This is an optimization exercise on Yosys and OpenROAD, whose aim is small area, a short achievable clock period and few clock cycles per item, not a production implementation. Only simulation tests tie the RTL to the original design; equivalence was not proved. Power and IR drop assume default switching activity.

==> flow/design.v, too long to show whole: its modules and the start of the top module <==
// module ai_fa: 10 lines
// module ai_ha: 9 lines
// module ai_keep: 11 lines
// module ai_density_engine: 2121 lines
module ai_density_engine #(
    parameter int                     GRID       = 10,
    parameter int                     NUM_SHIPS  = 5,
    parameter logic [4*NUM_SHIPS-1:0] SHIP_LENS  = {4'd2, 4'd3, 4'd3, 4'd4, 4'd5},
    parameter int                     CW         = 8,
    parameter int                     HIT_WEIGHT = 4
) (
    input  logic                  clock,
    input  logic                  reset,
    input  logic [1:0]            addr,
    input  logic                  write_en,
    input  logic [GRID*GRID-1:0]  data_in,
    output logic                  wait_request,
    output logic [GRID*GRID+3:0]  data_out
);
  // ...
==> flow/run.sh <==
#!/bin/bash
# synth_recipe.tcl (not shown) runs the flow's synth.tcl, then flattens the netlist and writes it again
# the make line also repeats each setting of config.mk as NAME=value (left out here)
make -C /OpenROAD-flow-scripts/flow DESIGN_CONFIG=/design/flow/config.mk WORK_HOME=/design/flow/orfs CLKGATE_MAP_FILE= SYNTH_SCRIPT=/design/flow/synth_recipe.tcl finish
==> flow/config.mk <==
export PLATFORM = sky130hd
export DESIGN_NAME = ai_density_engine
export DESIGN_NICKNAME = ai_density_engine
export VERILOG_FILES = /design/flow/design.v
export SDC_FILE = /design/flow/constraint.sdc
export NUM_CORES = 4
export LEC_CHECK = 0
export ABC_AREA = 1
export CAP_MARGIN = 60
export CORE_MARGIN = 2
export CORE_UTILIZATION = 60
export SLEW_MARGIN = 60
export SYNTH_HIERARCHICAL = 1
==> flow/constraint.sdc <==
create_clock -name core_clock -period 70.0 [get_ports {clock}]
set_input_delay 14.0000 -clock core_clock [delete_from_list [all_inputs] [get_ports {clock}]]
set_output_delay 14.0000 -clock core_clock [all_outputs]
set_load 0.01 [all_outputs]
==> results by group, run 1 <==
Routing
  – Via/cell ratio: 6.071
  – Met1 wire length: 48,340 um
  – DR vias: 28,410
  – Initial drt markers: 3,312

Final layout
  – Fin area: around 39,000 um^2
  – Fillers: 4,638
  – Signal buf overhead: 0.06292

Setup path
  – WP data arrival: 16,460 ps
  – CP delay by family, top: buffers and inverters
  – Element type at the critical path start: input port
  – Kind of critical path: input port to output port

Global routing
  – Met3 usage: 0.1316
  – GRT Max-Usage Layer: met1
  – Vias in the first global route: 29,970

Worst hold path
  – Hold Startpoint: rcnt[3]
  – Hold Path End: rcnt[3]

Status
  – Status: complete, no violations

Logic synthesis
  – Area share of the largest cell type after synthesis: 0.3921
  – Syn Std Cell Area: 35,230 um^2
  – Synthesized instance count: 3,704
  – Post-synth top flop: edfxtp_1
  – Syn. warnings: 22

Job
  – Max_cap viols: 0

Pwr
  – Sw frac: 0.5049

STA
  – Fin. Hold Viols: 0
  – Max-slew violation count: 0
  – Tightest Pin Transition: 690.3 ps
  – Finish-stage setup viols: 0

Die
  – Ports: 210

Clock tree
  – Clk pin slew, worst setup/hold paths: 70 ps
Testbench counts, summed over its fixed seeds: cycles 2,688, queries 192.
==> run 2: changes to the inputs <==
--- a/flow/design.v
+++ b/flow/design.v
@@ -2114,21 +2114,24 @@
     logic         rot;
     logic         clr;
     logic         ld_fired, ld_hit;
     logic [9:0]   keep;
     assign rot      = busy | start;
     assign ld_fired = !busy && write_en && addr == 2'd1;
     assign ld_hit   = !busy && write_en && addr == 2'd2;
     assign keep     = {10{~clr}};
+    logic hold_f, hold_h;
+    assign hold_f = ~(ld_fired | rot);
+    assign hold_h = ~(ld_hit | rot);
     always_ff @(posedge clock) begin
-        if (ld_fired | rot)
-            fired <= (data_in & {N{ld_fired}}) | ({fired[9:0] & keep, fired[N-1:10]} & {N{rot}});
-        if (ld_hit | rot)
-            hit <= (data_in & {N{ld_hit}}) | ({hit[9:0] & keep, hit[N-1:10]} & {N{rot}});
+        fired <= (data_in & {N{ld_fired}}) | ({fired[9:0] & keep, fired[N-1:10]} & {N{rot}})
+               | (fired & {N{hold_f}});
+        hit   <= (data_in & {N{ld_hit}}) | ({hit[9:0] & keep, hit[N-1:10]} & {N{rot}})
+               | (hit & {N{hold_h}});
     end
     always_ff @(posedge clock) begin
         if (reset) begin
             busy      <= 1'b1;
             clr       <= 1'b1;
             rcnt      <= '0;
             ships     <= '0;
             res_valid <= 1'b0;
==> results by group, run 2 <==
Global routing
  – First-pass GRT wire length: 184,800 um (was 182,500 um)
  – GR Util All Layers: 0.4188 (was 0.4115)
  – Largest net degree at the start of global routing: 99 (was 102)
  – Initial antenna violation count: 7 (was 4)
  – Vias in the first global route: 29,150 (was 29,970)
  – GR Overflow Total: 0 (unchanged)

Logic synthesis
  – Ys async rst share: 0 (unchanged)
  – Largest area contributor in the netlist: fa_1 (unchanged)
  – Top post-synthesis cells by area: fa_1, dfxtp_1, ha_1, inv_1, nand2_1 (was fa_1, edfxtp_1, inv_1, ha_1, nand2_1)
  – Syn. warnings: 22 (unchanged)
  – Most frequent cell after synthesis: inv_1 (unchanged)
  – Commonest cells in the netlist: inv_1, nand2_1, fa_1, ha_1, nor2_1 (was inv_1, fa_1, nand2_1, o22ai_1, ha_1)
  – Syn Std Cell Area: 34,890 um^2 (was 35,230 um^2)
  – Synthesized instance count: 3,904 (was 3,704)
  – #FFs+latches synth: 227 (unchanged)
  – Avg Synthesized Cell Area: 8.938 um^2 (was 9.512 um^2)
  – Number of flops mapped to enable cells by yosys: 0 (was 200)
  – Area share of the largest cell type after synthesis: 0.3965 (was 0.3921)
  – Sequential area share after synthesis: 0.1302 (was 0.1858)
  – Post-synth top flop: dfxtp_1 (was edfxtp_1)
  – Unique masters post-synth: 45 (was 49)

Die
  – Core area: 57,590 um^2 (was 57,920 um^2)
  – Ports: 210 (unchanged)
  – Initial Util: 0.6059 (was 0.6083)
  – Die ar.: 60,100 um^2 (was 60,680 um^2)
  – Die height: 245.2 um (was 246.3 um)
  – Rows: 88 (unchanged)
  – Chip width: 245.2 um (was 246.3 um)

Pwr
  – Peak VDD IR: 37.87 uV (was 62.41 uV)
  – Leak: 0.02133 uW (was 0.02203 uW)
  – PwrDens: 13.99 nW/um^2 (was 16.74 nW/um^2)

Setup path
  – R2R Path Start: hit[7] (was hit[1])
  – Element type at the critical path start: input port (unchanged)
  – Reg2Reg Setup Slack: 45,690 ps (was 44,080 ps)
  – R2r endpoint: res_idx[6] (was res_idx[4])
  – CP endpoint kind: output port (unchanged)
  – WP data required: 56,000 ps (about the same)
  – Crit-path max FO: 51 (was 93)
  – Worst Reg-to-Reg Cells: 109 (was 108)
  – WP data arrival: 16,440 ps (was 16,460 ps)
  – Kind of critical path: input port to output port (unchanged)

Clock tree
  – Post-CTS sizing: 0 (unchanged)
  – Hold buffers post-CTS: 0 (unchanged)
  – Num CTS Buffers: 24 (unchanged)
  – CTS tree: done (unchanged)
  – H-Tree Depth: 1 (unchanged)
  – CTS Buffer Depth: 3 (unchanged)
  – Clk pin slew, worst setup/hold paths: 70 ps (about the same)
  – # clock sinks: 227 (unchanged)
  – CTS root buf: clkbuf_16 (unchanged)
  – Worst skew pair latency: 560 ps (was 550 ps)
  – Postcts setup bufs: 0 (unchanged)

Routing
  – Initial drt markers: 3,195 (was 3,312)
  – DR vias: 28,880 (was 28,410)
  – Residual DRC: 0 (unchanged)
  – Routed length per instance: 25.35 um (was 25.99 um)
  – Post-route ant nets: 0 (unchanged)
  – Post-Route WL: 123,200 um (was 121,600 um)
  – DRT Pass-1 Iters: 8 (was 6)
  – Via/cell ratio: 5.941 (was 6.071)

Worst hold path
  – Hold Path End: fired[45] (was rcnt[3])
  – Hold Path Stages: 2 (unchanged)
  – Hold Startpoint: fired[45] (was rcnt[3])
  – Hold WC Path Type: flip-flop to flip-flop (unchanged)

STA
  – Max-slew violation count: 0 (unchanged)
  – WHS: 467.7 ps (was 492.5 ps)
  – Rel. slew slack: 0.5836 (was 0.5363)
  – Fin worst setup slack: 39,560 ps (was 39,540 ps)
  – Tmin final: 30,440 ps (was 30,460 ps)
  – Layout Skew: 15.96 ps (was 22.34 ps)
  – Fin. Hold Viols: 0 (unchanged)
  – Finish-stage setup viols: 0 (unchanged)
  – Setup TNS: 0 ps (unchanged)
  – Tightest Pin Transition: 620.4 ps (was 690.3 ps)
  – Final Cycle Share: 0.4349 (was 0.4352)
  – Maximum clock rate: 32.85 MHz (was 32.82 MHz)
  – RSZ-0062 raised after global routing: false (unchanged)

Final layout
  – Final core occ: 0.6752 (was 0.6788)
  – Largest regs: fired (100), hit (100), res_max (8) (unchanged)
  – Layout Nets: 5,136 (was 4,957)
  – Commonest non-fill, non-tap cell in the layout: inv_1 (unchanged)
  – Most frequent cells in the layout: inv_1, nand2_1, fa_1 (was inv_1, fa_1, nand2_1)
  – Final Non-Filler Cells: 4,861 (was 4,679)
  – Reg area: 4552 um^2 (was 6548 um^2)
  – Layout Area Growth over Synthesis: 11.44% (was 11.58%)
  – Fillers: 4,812 (was 4,638)
  – Share of cells above drive strength 1: 0.07800 (was 0.06772)
  – Area occupied by multi-input gates: 26,580 um^2 (was 25,140 um^2)

Placement
  – PortBufs: 205 (unchanged)
  – Placer Congestion: 1.037 (was 1.061)
  – Place WS: 39,520 ps (was 39,340 ps)
  – Hpwl dp: 103,900 um (was 101,900 um)
  – Placed Cells: 4,808 (was 4,629)

Status
  – Status: complete, no violations (unchanged)

Job
  – Max_cap viols: 0 (unchanged)
==> run 2: changes by cell type after synthesis, moves of 13 or more <==
cell	before	now
nor3_2	2	40
o221ai_1	11	208
buf_1	5	18
edfxtp_1	200	0
dfxtp_1	27	227
nor3_1	80	51
inv_1	895	874
o22ai_1	288	88
nor2_1	262	232
inv_2	3	17
nand2_1	548	729
nand3_1	27	50
==> run 2: layout make-up <==
class | instances | share of cell area
Tap cell | 765 | 0.02462
Clock buffer | 27 | 0.01654
Antenna cell | 6 | 0.0003861
Inverter | 896 | 0.08733
Clock inverter | 17 | 0.006178
Sequential cell | 227 | 0.1171
Timing Repair Buffer | 246 | 0.06439
Multi-Input combinational cell | 2677 | 0.6835
==> run 2: worst max path at each step <==
stage          startpoint           end  slack, ps  depth (start not counted)
3_5_place_dp      addr[1]   data_out[2]      39520                          9
4_1_cts           addr[1]   data_out[2]      39500                          9
5_1_grt           addr[1]  data_out[15]      39440                          8
6_report          addr[1]  data_out[15]      39560                          8
2_1_floorplan     addr[1]  data_out[16]      41040                          6
3_3_place_gp      addr[0]   data_out[4]      39200                          6
==> run 2: per-module statistics from Yosys (local to each module, per instance) <==
module / cell area [um^2] / cells
ai_density_engine: 16530 / 2639
ai_fa: 20.02 / 1
ai_ha: 12.51 / 1
ai_keep: 20.02 / 4
==> run 2: cell families after synthesis <==
family / Yosys count / share of synthesized area
AND/OR/NAND/NOR: 1193 / 0.1517
buffers and inverters: 1019 / 0.1125
adder cells (fa/ha/maj): 959 / 0.4926
AO/OA/AOI/OAI: 494 / 0.1102
flip-flops: 227 / 0.1302
XOR/XNOR: 11 / 0.002761
other: 1 / 0.0001075
==> run 2: through the flow <==
step                      total power [uW]  cell area, um^2
after global placement               389.9            37690
after floorplan                      323.6            34960
after global routing                 576.2            38870
after CTS                            538.8            38770
final                                543.9            38880
after detailed placement             391.8            37890
==> run 2: layer usage <==
layer,GRT usage,wire length [um]
met1,0.5968,50400
met2,0.5892,50610
met3,0.1464,16980
met4,0.1519,5234
met5,0,27
==> run 2: power by group <==
| group | switching, uW | internal (uW) |
|---|---|---|
| combinational | 181 | 85.4 |
| sequential | 0.372 | 129 |
| clock | 62.6 | 85.6 |
==> run 2: critical path: stages <==
cell	delay (ps)
clkdlybuf4s50_1	570
inv_1	140
nor2_1	310
clkinv_2	140
buf_8	230
buf_12	220
o221ai_1	220
clkdlybuf4s50_1	590
Testbench counts of run 2, summed over its fixed seeds: cycles 2,688, queries 192.
==> run 3: changes to the inputs <==
==> flow/flow/run.sh (new file) <==
#!/bin/bash
# Standard layout, with the port buffers made from buf_2 cells instead of the
# default choice of buffer_ports.
set -o pipefail
export BUFFER_PORTS_ARGS="-buffer_cell sky130_fd_sc_hd__buf_2"
bash standard.sh 2>&1 | tee standard.log
==> flow/standard.sh (new file) <==
#!/bin/bash
# synth_recipe.tcl (not shown) runs the flow's synth.tcl, then flattens the netlist and writes it again
# the make line also repeats each setting of config.mk as NAME=value (left out here)
make -C /OpenROAD-flow-scripts/flow DESIGN_CONFIG=/design/flow/config.mk WORK_HOME=/design/flow/orfs CLKGATE_MAP_FILE= SYNTH_SCRIPT=/design/flow/synth_recipe.tcl "${@:-finish}"
removed: flow/run.sh
==> results by group, run 3 <==
Status
  – Status: complete, no violations (unchanged)

Global routing
  – GR Overflow Total: 0 (unchanged)
  – GR Util All Layers: 0.4300 (was 0.4188)
  – First-pass GRT wire length: 190,900 um (was 184,800 um)
  – Initial antenna violation count: 9 (was 7)
  – Largest net degree at the start of global routing: 102 (was 99)
  – Vias in the first global route: 31,240 (was 29,150)

Setup path
  – CP endpoint kind: output port (unchanged)
  – CP bufs+invs: 6 (unchanged)
  – Kind of critical path: input port to output port (unchanged)
  – Worst path depth: 8 (unchanged)
  – Reg2Reg Setup Slack: 44,370 ps (was 45,690 ps)
  – Crit-path max FO: 51 (unchanged)
  – Slowest cell on crit path: nor2_1 (was clkdlybuf4s50_1)
  – WP data arrival: 15,610 ps (was 16,440 ps)
  – Most frequent cell on the critical path: buf_2 (was clkdlybuf4s50_1)
  – Critical Path End: data_out[5] (was data_out[15])
  – WP data required: 56,000 ps (about the same)
  – R2R Path Start: fired[7] (was hit[7])
  – Worst Reg-to-Reg Cells: 109 (unchanged)
  – Element type at the critical path start: input port (unchanged)
  – CP delay by family, top: buffers and inverters (unchanged)
  – Critical Path Max Stage Delay: 360 ps (was 590 ps)
  – Cells along the critical path: buf_2, inv_1, nor2_1, clkinv_2, buf_8, buf_12, o221ai_1, buf_2 (was clkdlybuf4s50_1, inv_1, nor2_1, clkinv_2, buf_8, buf_12, o221ai_1, clkdlybuf4s50_1)
  – Worst setup path startpoint: addr[1] (unchanged)
  – R2r endpoint: res_idx[6] (unchanged)

Routing
  – DRT Pass-1 Iters: 6 (was 8)
  – Top sig layer: met5 (unchanged)
  – Via/cell ratio: 6.156 (was 5.941)
  – Routed wl met3: 17,590 um (was 16,980 um)
  – Met1 wire length: 48,800 um (was 50,400 um)
  – Residual DRC: 0 (unchanged)
  – Met2 wire len: 54,140 um (was 50,610 um)
  – Post-route ant nets: 0 (unchanged)
  – Post-Route WL: 126,800 um (was 123,200 um)
  – DR vias: 29,890 (was 28,880)
  – Routed length per instance: 26.12 um (was 25.35 um)
  – Initial drt markers: 3,527 (was 3,195)

Logic synthesis
  – Ys async rst share: 0 (unchanged)
  – Syn. warnings: 22 (unchanged)
  – Synthesized instance count: 3,904 (unchanged)
  – Sequential area share after synthesis: 0.1302 (unchanged)
  – Unique masters post-synth: 45 (unchanged)
  – Avg Synthesized Cell Area: 8.938 um^2 (unchanged)
  – Commonest cells in the netlist: inv_1, nand2_1, fa_1, ha_1, nor2_1 (unchanged)
  – Most frequent cell after synthesis: inv_1 (unchanged)
  – Syn Std Cell Area: 34,890 um^2 (unchanged)
  – #FFs+latches synth: 227 (unchanged)
  – Number of flops mapped to enable cells by yosys: 0 (unchanged)
  – Top post-synthesis cells by area: fa_1, dfxtp_1, ha_1, inv_1, nand2_1 (unchanged)
  – Post-synth top flop: dfxtp_1 (unchanged)
  – Area share of the largest cell type after synthesis: 0.3965 (unchanged)
  – Largest area contributor in the netlist: fa_1 (unchanged)

Clock tree
  – Post-CTS sizing: 0 (unchanged)
  – H-Tree Depth: 1 (unchanged)
  – CTS Buffer Depth: 3 (unchanged)
  – Clk pin slew, worst setup/hold paths: 60 ps (was 70 ps)
  – Worst skew pair latency: 560 ps (about the same)
  – CTS tree: done (unchanged)
  – # clock sinks: 227 (unchanged)
  – Postcts setup bufs: 0 (unchanged)
  – CTS root buf: clkbuf_16 (unchanged)
  – Num CTS Buffers: 23 (was 24)
  – Hold buffers post-CTS: 0 (unchanged)

Final layout
  – Largest regs: fired (100), hit (100), res_max (8) (unchanged)
  – Layout Nets: 5,133 (was 5,136)
  – Fin area: 37,770 um^2 (was 38,880 um^2)
  – Final core occ: 0.6559 (was 0.6752)
  – Most frequent cells in the layout: inv_1, nand2_1, fa_1 (unchanged)
  – Final Non-Filler Cells: 4,856 (was 4,861)
  – Layout Area Growth over Synthesis: 8.244% (was 11.44%)
  – Share of cells above drive strength 1: 0.1293 (was 0.07800)
  – Commonest non-fill, non-tap cell in the layout: inv_1 (unchanged)

Pwr
  – PwrDens: 14.98 nW/um^2 (was 13.99 nW/um^2)
  – Peak VDD IR: 44.78 uV (was 37.87 uV)
  – Leak: 0.02149 uW (was 0.02133 uW)

STA
  – Max-slew violation count: 0 (unchanged)
  – Setup TNS: 0 ps (unchanged)
  – Layout Skew: 28.49 ps (was 15.96 ps)
  – Tightest Pin Transition: 637.6 ps (was 620.4 ps)
  – Final Cycle Share: 0.4230 (was 0.4349)
  – Rel. slew slack: 0.5717 (was 0.5836)
  – Finish-stage setup viols: 0 (unchanged)
  – Maximum clock rate: 33.77 MHz (was 32.85 MHz)
  – Tmin final: 29,610 ps (was 30,440 ps)
  – RSZ-0062 raised after global routing: false (unchanged)
  – Fin. Hold Viols: 0 (unchanged)

Die
  – Ports: 210 (unchanged)
  – Core area: 57,590 um^2 (unchanged)
  – Die ar.: 60,100 um^2 (unchanged)
  – Chip width: 245.2 um (unchanged)
  – Die height: 245.2 um (unchanged)
  – Rows: 88 (unchanged)
  – Initial Util: 0.6059 (unchanged)

Worst hold path
  – Hold Startpoint: fired[45] (unchanged)
  – Hold WC Path Type: flip-flop to flip-flop (unchanged)

Placement
  – Hpwl dp: 106,700 um (was 103,900 um)
  – Placer Congestion: 1.065 (was 1.037)
  – Placed standard-cell area: 36,810 um^2 (was 37,890 um^2)
  – Placed Cells: 4,805 (was 4,808)
  – PortBufs: 205 (unchanged)

Job
  – Max_cap viols: 0 (unchanged)
==> run 3: cell types whose count changed in the layout (fill, tap and decap cells not counted), moves of 4 or more <==
| cell | before | now |
|---|---|---|
| inv_1 | 871 | 866 |
| nor3_1 | 44 | 39 |
| clkdlybuf4s50_1 | 205 | 0 |
| nor3_2 | 47 | 52 |
| inv_2 | 15 | 19 |
| buf_6 | 3 | 10 |
| buf_4 | 28 | 24 |
| buf_2 | 0 | 205 |
==> run 3: worst min-delay path by stage <==
| stage | cells after the start | slack [ps] | to |
|---|---|---|---|
| after floorplan | 2 | 440 | fired[29] |
| after global placement | 2 | 450 | clr |
| after detailed placement | 2 | 450 | fired[85] |
| after CTS | 2 | 470 | hit[66] |
| after global routing | 2 | 490 | fired[7] |
| final | 2 | 470 | fired[45] |
==> run 3: metrics by stage <==
step / total power, uW / hold WS [ps] / setup WS [ps]
6_report: 565.8 / 468.9 / 40390
5_1_grt: 593.5 / 490.4 / 40310
4_1_cts: 555.2 / 466.8 / 40340
3_5_place_dp: 419.9 / 449.2 / 40410
3_3_place_gp: 407.9 / 445.5 / 40100
2_1_floorplan: 323.6 / 435.8 / 41040
==> run 3: metal layers <==
layer | track usage | vias up
li1 | - | 12620
met1 | 0.5869 | 14790
met2 | 0.6358 | 2085
met3 | 0.1367 | 389
met5 | 0 | -
met4 | 0.1756 | 8
==> run 3: per-module statistics from Yosys, one instance, submodules excluded <==
module | times used | cell area, um^2 | cells inside
ai_fa | 689 | 20.02 | 1
ai_ha | 224 | 12.51 | 1
ai_density_engine | 1 | 16530 | 2639
ai_keep | 88 | 20.02 | 4
==> run 3: cell type report <==
class | instances | area (um^2)
clock buffers | 28 | 634.4
repair buffers | 244 | 1424
multi-input cells | 2677 | 26620
flip-flops and latches | 227 | 4549
well taps | 765 | 957.2
inverters | 896 | 3392
fillers | 4890 | 19820
clock inverters | 13 | 175.2
diodes | 6 | 15.01
==> run 3: kinds of logic after synthesis <==
| kind of cell | synth area share |
|---|---|
| other | 0.0001075 |
| AND/OR/NAND/NOR | 0.1517 |
| flip-flops | 0.1302 |
| buffers and inverters | 0.1125 |
| XOR/XNOR | 0.002761 |
| adder cells (fa/ha/maj) | 0.4926 |
| AO/OA/AOI/OAI | 0.1102 |
==> run 3: worst reg2reg max path: cells and delay by family (launching register included) <==
family	cells	cell delay, ps
AOI/OAI and AO/OA	10	1100
adders and majority gates	31	13170
and+or+nand+nor	45	6760
buffers and inverters	23	4190
DFF	1	310
==> run 3: where the power goes <==
group | switching (uW) | leakage, uW | total (uW) | internal [uW]
Sequential | 0.364 | 0.00183 | 130 | 129
Combinational | 213 | 0.0193 | 298 | 85.6
Clock | 58.3 | 0.000403 | 138 | 79.4
Total | 271 | 0.0215 | 566 | 294
==> run 4: changes to the inputs <==
--- a/flow/config.mk
+++ b/flow/config.mk
@@ -10,4 +10,5 @@
 export CORE_MARGIN = 2
 export CORE_UTILIZATION = 60
+export CTS_BUF_LIST = sky130_fd_sc_hd__clkbuf_4 sky130_fd_sc_hd__clkbuf_8
 export SLEW_MARGIN = 60
 export SYNTH_HIERARCHICAL = 1
==> results by group, run 4 <==
Status
  – Status: complete, no violations (unchanged)

Setup path
  – CP delay by family, top: buffers and inverters (unchanged)
  – Element type at the critical path start: input port (unchanged)
  – R2r endpoint: res_idx[6] (unchanged)
  – CP endpoint kind: output port (unchanged)
  – Worst path depth: 8 (unchanged)
  – Cells along the critical path: buf_2, inv_1, nor2_1, clkinv_2, buf_8, buf_12, o221ai_1, buf_2 (unchanged)
  – Critical Path End: data_out[9] (was data_out[5])
  – Kind of critical path: input port to output port (unchanged)
  – Most frequent cell on the critical path: buf_2 (unchanged)
  – R2R Path Start: fired[7] (unchanged)
  – Slowest cell on crit path: nor2_1 (unchanged)
  – Worst Reg-to-Reg Cells: 109 (unchanged)
  – Critical Path Max Stage Delay: 370 ps (was 360 ps)
  – WP data required: 56,000 ps (about the same)
  – Reg2Reg Setup Slack: 44,440 ps (was 44,370 ps)
  – Crit-path max FO: 50 (was 51)
  – Worst setup path startpoint: addr[1] (unchanged)
  – WP data arrival: 15,650 ps (was 15,610 ps)
  – CP bufs+invs: 6 (unchanged)

Routing
  – Post-route ant nets: 0 (unchanged)
  – Initial drt markers: 3,606 (was 3,527)
  – Residual DRC: 0 (unchanged)
  – Post-Route WL: 127,000 um (was 126,800 um)
  – Via/cell ratio: 6.147 (was 6.156)
  – DR vias: 30,010 (was 29,890)
  – DRT Pass-1 Iters: 6 (unchanged)
  – Routed length per instance: 26.01 um (was 26.12 um)

Logic synthesis
  – Post-synth top flop: dfxtp_1 (unchanged)
  – Most frequent cell after synthesis: inv_1 (unchanged)
  – Area share of the largest cell type after synthesis: 0.3965 (unchanged)
  – Sequential area share after synthesis: 0.1302 (unchanged)
  – Unique masters post-synth: 45 (unchanged)
  – Largest area contributor in the netlist: fa_1 (unchanged)
  – Top post-synthesis cells by area: fa_1, dfxtp_1, ha_1, inv_1, nand2_1 (unchanged)
  – Synthesized instance count: 3,904 (unchanged)
  – Syn Std Cell Area: 34,890 um^2 (unchanged)
  – Ys async rst share: 0 (unchanged)
  – Avg Synthesized Cell Area: 8.938 um^2 (unchanged)
  – #FFs+latches synth: 227 (unchanged)
  – Syn. warnings: 22 (unchanged)
  – Commonest cells in the netlist: inv_1, nand2_1, fa_1, ha_1, nor2_1 (unchanged)
  – Number of flops mapped to enable cells by yosys: 0 (unchanged)

Clock tree
  – CTS tree: done (unchanged)
  – Hold buffers post-CTS: 0 (unchanged)
  – Postcts setup bufs: 0 (unchanged)
  – Num CTS Buffers: 37 (was 23)
  – CTS root buf: clkbuf_8 (was clkbuf_16)
  – CTS Buffer Depth: 3 (unchanged)
  – # clock sinks: 227 (unchanged)
  – Worst skew pair latency: 600 ps (was 560 ps)
  – Clk pin slew, worst setup/hold paths: 60 ps (about the same)
  – Post-CTS sizing: 0 (unchanged)
  – H-Tree Depth: 2 (was 1)

STA
  – WHS: 468.9 ps (about the same)
  – Final Cycle Share: 0.4235 (was 0.4230)
  – Setup TNS: 0 ps (unchanged)
  – Max-slew violation count: 0 (unchanged)
  – Tmin final: 29,650 ps (was 29,610 ps)
  – Rel. slew slack: 0.5874 (was 0.5717)
  – Maximum clock rate: 33.73 MHz (was 33.77 MHz)
  – Layout Skew: 32.47 ps (was 28.49 ps)
  – Fin. Hold Viols: 0 (unchanged)
  – RSZ-0062 raised after global routing: false (unchanged)
  – Tightest Pin Transition: 614.2 ps (was 637.6 ps)
  – Finish-stage setup viols: 0 (unchanged)

Final layout
  – Layout Nets: 5,147 (was 5,133)
  – Fin area: 37,790 um^2 (was 37,770 um^2)
  – Share of cells above drive strength 1: 0.1346 (was 0.1293)
  – Final core occ: 0.6562 (was 0.6559)
  – Largest regs: fired (100), hit (100), res_max (8) (unchanged)
  – Most frequent cells in the layout: inv_1, nand2_1, fa_1 (unchanged)
  – Layout Area Growth over Synthesis: 8.291% (was 8.244%)
  – Commonest non-fill, non-tap cell in the layout: inv_1 (unchanged)

Worst hold path
  – Hold WC Path Type: flip-flop to flip-flop (unchanged)
  – Hold Path Stages: 2 (unchanged)

Placement
  – Hpwl dp: 106,700 um (unchanged)
  – PortBufs: 205 (unchanged)
  – Placed standard-cell area: 36,810 um^2 (unchanged)
  – Placer Congestion: 1.065 (unchanged)

Die
  – Rows: 88 (unchanged)
  – Ports: 210 (unchanged)
  – Die height: 245.2 um (unchanged)
  – Initial Util: 0.6059 (unchanged)
  – Core area: 57,590 um^2 (unchanged)
  – Die ar.: 60,100 um^2 (unchanged)
  – Chip width: 245.2 um (unchanged)

Global routing
  – Initial antenna violation count: 7 (was 9)
  – GR Overflow Total: 0 (unchanged)
  – First-pass GRT wire length: 191,200 um (was 190,900 um)
  – GR Util All Layers: 0.4309 (was 0.4300)
  – Largest net degree at the start of global routing: 102 (unchanged)
  – Vias in the first global route: 31,220 (was 31,240)

Pwr
  – Final Power: 561.4 uW (was 565.8 uW)
  – Leak: 0.02151 uW (was 0.02149 uW)
  – Peak VDD IR: 44.43 uV (was 44.78 uV)
  – PwrDens: 14.86 nW/um^2 (was 14.98 nW/um^2)

Job
  – Max_cap viols: 0 (unchanged)
[run 4: cell count changes in the layout (fill, tap and decap cells not counted), sizes merged]
cell	delta
bufinv	-3
clkbuf	+29
clkinv	-5
clkinvlp	+3
diode	+2
[run 4: area by class of cell]
type,count,area (um^2)
antenna,8,20.02
clock buffer,57,740.7
clock inverter,8,81.33
fill,4897,19800
inverter,896,3391
multi-input combinational,2677,26620
sequential,227,4549
tap,765,957.2
timing repair buffer,244,1424
[run 4: report_power, final]
part / switching (uW) / leakage, uW / internal (uW)
logic: 213 / 0.0193 / 85.6
registers: 0.352 / 0.00183 / 129
clock network: 61.8 / 0.000420 / 71.6
total: 275 / 0.0215 / 287
[run 4: worst min path at each step]
stage	from	end	slack, ps
2_1_floorplan	fired[29]	fired[29]	440
3_3_place_gp	clr	clr	450
3_5_place_dp	fired[85]	fired[85]	450
4_1_cts	fired[85]	fired[85]	470
5_1_grt	fired[55]	fired[55]	490
6_report	fired[45]	fired[45]	470
[run 4: metal layers]
metal,share of wire,wire length (um),vias to the layer above,global-route usage
li1,-,-,12670,-
met1,0.38,48800,14920,0.5894
met2,0.43,54530,2045,0.6375
met3,0.14,17300,376,0.1325
met4,0.050,6319,2,0.1801
met5,0.000087,11,-,0
[run 4: logic make-up after synthesis]
family	synth area share
other cells	0.0001075
simple gates	0.1517
buf+inv	0.1125
flops	0.1302
fa+ha+maj	0.4926
compound gates	0.1102
xor+xnor	0.002761
[run 4: modules after synthesis (local to each module, per instance)]
module / times used / cells / flip-flops and latches / area [um^2]
ai_density_engine: 1 / 2639 / 227 / 16530
ai_fa: 689 / 1 / 0 / 20.02
ai_keep: 88 / 4 / 0 / 20.02
ai_ha: 224 / 1 / 0 / 12.51
[run 4: worst min-delay path, cell delays in order (launching register included)]
cell	delay (ps)
dfxtp_1	330
nand2_1	50
o221ai_1	50
[run 4: per-stage QoR]
step / instances / setup WS [ps]
after detailed placement: 4805 / 40410
final: 4882 / 40350
after CTS: 4870 / 40410
after global routing: 4879 / 40310
after floorplan: 3923 / 41040
after global placement: 4803 / 40100

==> separate check: timing with driven ports <==
In the flow no input, the clock included, has a driving cell. The finished layouts below were timed again as built, in two steps. Step 1 (the two cells are an assumption about what drives the block):
set clk [get_ports {clock}]
set_driving_cell -lib_cell sky130_fd_sc_hd__clkbuf_16 $clk
set_driving_cell -lib_cell sky130_fd_sc_hd__buf_2 [delete_from_list [all_inputs] $clk]
Step 2 adds t to the input delays and takes it off the output delays; t is the mean of the earliest and latest rising clock arrival at the registers after step 1. Input paths then give back, and output paths get back, about the clock's delay inside the block. a / b / c = ideal / step 1 / step 2; a / b = the first two.
| run | shift t [ns] | slack for setup (ns) | worst setup path after step 2 | latest minus earliest clock arrival (ns) |
|---|---|---|---|---|
| run 1 | 0.598 | 39.535 / 39.509 / 39.509 | input to output | 0.024 / 0.024 |
| run 2 | 0.612 | 39.557 / 39.532 / 39.532 | input to output | 0.016 / 0.016 |
| run 3 | 0.609 | 40.390 / 40.369 / 40.369 | input to output | 0.035 / 0.035 |
| run 4 | 0.635 | 40.354 / 40.333 / 40.333 | input to output | 0.033 / 0.033 |
After both steps setup and hold are still met in every run listed. The setup slack of run 1, which loses most, moves by -0.026 ns with the drivers and by -0.026 ns with both steps.
